Context: an optimization exercise on an open-source flow, tuned for small area. The choices shown serve that exercise and are no tape-out recipe.
Function was checked by simulation only, so behaviour that the tests miss may differ from the original.
Power is estimated from default activity; no workload was simulated.

== amber ==
## pong_top
module pong_top #(
	parameter int H_ACTIVE = 1024,
	parameter int H_FP = 24,
	parameter int H_SYNC = 136,
	parameter int H_BP = 160,
	parameter int V_ACTIVE = 768,
	parameter int V_FP = 3,
	parameter int V_SYNC = 6,
	parameter int V_BP = 29
) (
	input logic pixel_clk,
	input logic reset,
	input logic btn_up,
	input logic btn_down,
	input logic btn_left,
	input logic btn_right,
	input logic wb_cyc,
	input logic wb_stb,
	input logic wb_we,
	input logic wb_adr,
	input logic [7:0] wb_dat_w,
	output logic [7:0] wb_dat_r,
	output logic wb_ack,
	output logic hsync,
	output logic vsync,
	output logic video_on,
	output logic [2:0] vga_red,
	output logic [2:0] vga_green,
	output logic [1:0] vga_blue
);
Size: ~590 cells after synthesis, about 38 I/O pins, ~5300 sq um of cells after synthesis.
==> flow/config.mk <==
export PLATFORM = sky130hd
export DESIGN_NAME = pong_top
export DESIGN_NICKNAME = pong_top
export VERILOG_FILES = /design/flow/design.v
export SDC_FILE = /design/flow/constraint.sdc
export NUM_CORES = 4
export LEC_CHECK = 0
export CAP_MARGIN = 20
export CORE_MARGIN = 2
export CORE_UTILIZATION = 70
export SLEW_MARGIN = 20
==> flow/constraint.sdc <==
create_clock -name core_clock -period 15.0 [get_ports {pixel_clk}]
set_input_delay 3.0000 -clock core_clock [delete_from_list [all_inputs] [get_ports {pixel_clk}]]
set_output_delay 3.0000 -clock core_clock [all_outputs]
set_load 0.01 [all_outputs]
standard.sh (not shown) runs the stock make flow with config.mk's settings and CLKGATE_MAP_FILE= SYNTH_SCRIPT=/design/flow/synth_recipe.tcl, a recipe that flattens the netlist after the stock synthesis.
==> flow/flow/run.sh <==
#!/bin/bash
# Own layout flow. the standard synthesis, unchanged; then the logic between
# the registers is re-mapped for area: fapol.py picks each full adder's polarity so
# fewer inverters sit between adders and registers, and ABC maps everything else
# (resyn.ys) with each of the abc_*.abc scripts; the smallest result goes through
# the same step once more. The smallest result that proves equal to the standard
# netlist (equiv.ys) replaces it; if none does, the standard netlist stays. Then
# the standard layout from floorplan on, with the port buffers made of the
# smallest buffer. Each tool writes its full output to its own log file here.
set -euo pipefail
W=$(pwd)
F=$W/flow
R=$W/orfs/results/$FLOW_PLATFORM/pong_top/base
LIB=$FLOW_HOME/platforms/$FLOW_PLATFORM/lib/sky130_fd_sc_hd__tt_025C_1v80.lib

bash standard.sh synth > "$W/flow_synth.log" 2>&1
cp "$R/1_2_yosys.v" "$W/std.v"

best=""
best_area=""
src="$W/std.v"
for round in 1 2; do
  python3 "$F/fapol.py" "$src" "$W/pol$round.v" > "$W/flow_fapol$round.log" 2>&1 || break
  for s in "$F"/abc_*.abc; do
    n=r${round}_$(basename "$s" .abc)
    sed -e "s|@LIB@|$LIB|g" -e "s|@IN@|$W/pol$round.v|" -e "s|@OUT@|$W/resyn_$n.v|" \
      -e "s|@ABC@|$s|" -e "s|@TOP@|$FLOW_TOP|" -e "s|@STAT@|$W/resyn_$n.stat|" \
      "$F/resyn.ys" > "$W/resyn_$n.ys"
    yosys -s "$W/resyn_$n.ys" > "$W/flow_resyn_$n.log" 2>&1 || continue
    sed -e "s|@LIB@|$LIB|g" -e "s|@GOLD@|$W/std.v|" -e "s|@GATE@|$W/resyn_$n.v|" \
      -e "s|@TOP@|$FLOW_TOP|g" "$F/equiv.ys" > "$W/equiv_$n.ys"
    yosys -s "$W/equiv_$n.ys" > "$W/flow_equiv_$n.log" 2>&1 || continue
    grep -q "SUCCESS" "$W/flow_equiv_$n.log" || continue
    a=$(awk '/Chip area/ {print $NF}' "$W/resyn_$n.stat")
    if [[ -z $best ]] || awk -v a="$a" -v b="$best_area" 'BEGIN { exit !(a < b) }'; then
      best=$n
      best_area=$a
    fi
  done
  [[ -n $best ]] || break
  src="$W/resyn_$best.v"
done
echo "re-mapped netlist used: ${best:-none} ${best_area}" > "$W/flow_choice.log"
if [[ -n $best ]]; then
  cp "$W/resyn_$best.v" "$R/1_2_yosys.v"
  rm -f "$R/1_synth.odb" "$R/1_synth.sdc"
fi

bash standard.sh "BUFFER_PORTS_ARGS=-buffer_cell sky130_fd_sc_hd__buf_1" finish > "$W/flow_finish.log" 2>&1
Other scripts of this flow, unchanged in this note and not shown: flow/flow/abc_1.abc, flow/flow/abc_2.abc, flow/flow/abc_3.abc, flow/flow/abc_4.abc, flow/flow/abc_5.abc, flow/flow/abc_6.abc, flow/flow/equiv.ys, flow/flow/fapol.py, flow/flow/resyn.ys
Inputs modified between amber and willow:
-- flow/flow/run.sh --
<<< amber, line 8
# the standard layout from floorplan on, with the port buffers made of the
# smallest buffer. Each tool writes its full output to its own log file here.
set -euo pipefail
>>> willow, line 8
# the standard layout from floorplan on, with the port buffers made of the
# smallest buffer and a clock tree without dummy loads at its leaves. Each tool
# writes its full output to its own log file here.
set -euo pipefail
<<< amber, line 48

bash standard.sh "BUFFER_PORTS_ARGS=-buffer_cell sky130_fd_sc_hd__buf_1" finish > "$W/flow_finish.log" 2>&1
>>> willow, line 49

bash standard.sh "BUFFER_PORTS_ARGS=-buffer_cell sky130_fd_sc_hd__buf_1" \
  "CTS_ARGS=-sink_clustering_enable -repair_clock_nets -dont_use_dummy_load" \
  finish > "$W/flow_finish.log" 2>&1
Results
willow against amber; leakage power is down slightly.
On relative max-transition margin, willow does worse than amber.
Against amber, net switching component of the power in willow fell by a little under 10%.
amber has a lower worst setup margin than willow.
willow improves on amber in power.
Both conditions hold for willow: the flow ran to the end and the final layout passed the timing, design-rule and antenna checks.
[willow] share of cell area taken by multi-input logic gates rose 0.59 points relative to amber
Count of routing violations after the opening detailed-route iteration in willow is 32 below amber.
Input-level comparison between raven and willow:
-- flow/flow/run.sh --
<<< willow, line 8
# the standard layout from floorplan on, with the port buffers made of the
# smallest buffer and a clock tree without dummy loads at its leaves. Each tool
# writes its full output to its own log file here.
set -euo pipefail
>>> raven, line 8
# the standard layout from floorplan on, with the port buffers made of the
# smallest buffer and a clock tree without dummy loads at its leaves. Each tool writes its full output to its own log file here.
set -euo pipefail
==> summary.txt <==
raven vs. willow: depth of the worst register-to-register path comparable; tightest hold margin saw little to no change; setup TNS after final layout level; shortest clock period the worst path allows after layout saw little to no change.
raven against willow: number of clock buffer instances in the layout ~0 delta; footprint of the multi-input gates ~0 delta; routed wire length ~0 delta; power per cell area ~0 delta; design area ~0 delta.
The total CTS buffers of willow and that of raven are within noise of each other.

==> what the ideal ports hide <==
No port has a modelled driver above. Below, the same layouts with a new extraction and two added sets of constraints.
Step 1 (the two cells are an assumption about what drives the block):
set clk [get_ports {pixel_clk}]
set_driving_cell -lib_cell sky130_fd_sc_hd__clkbuf_16 $clk
set_driving_cell -lib_cell sky130_fd_sc_hd__buf_2 [delete_from_list [all_inputs] $clk]
Step 2 moves the port delays by t, midway between the first and last clock arrival at a register: inputs arrive t later, outputs are due t later. That takes back most of the time a late clock gives input paths.
a / b / c = ideal / step 1 / step 2; a / b = the first two.
run	t, ns	setup slack, ns	pins driven straight from the clock port
amber	0.395	7.171 / 7.138 / 7.533	1
willow	0.372	7.294 / 7.262 / 7.634	1
raven	0.372	7.294 / 7.262 / 7.634	1
After both steps setup and hold are still met in every run listed.
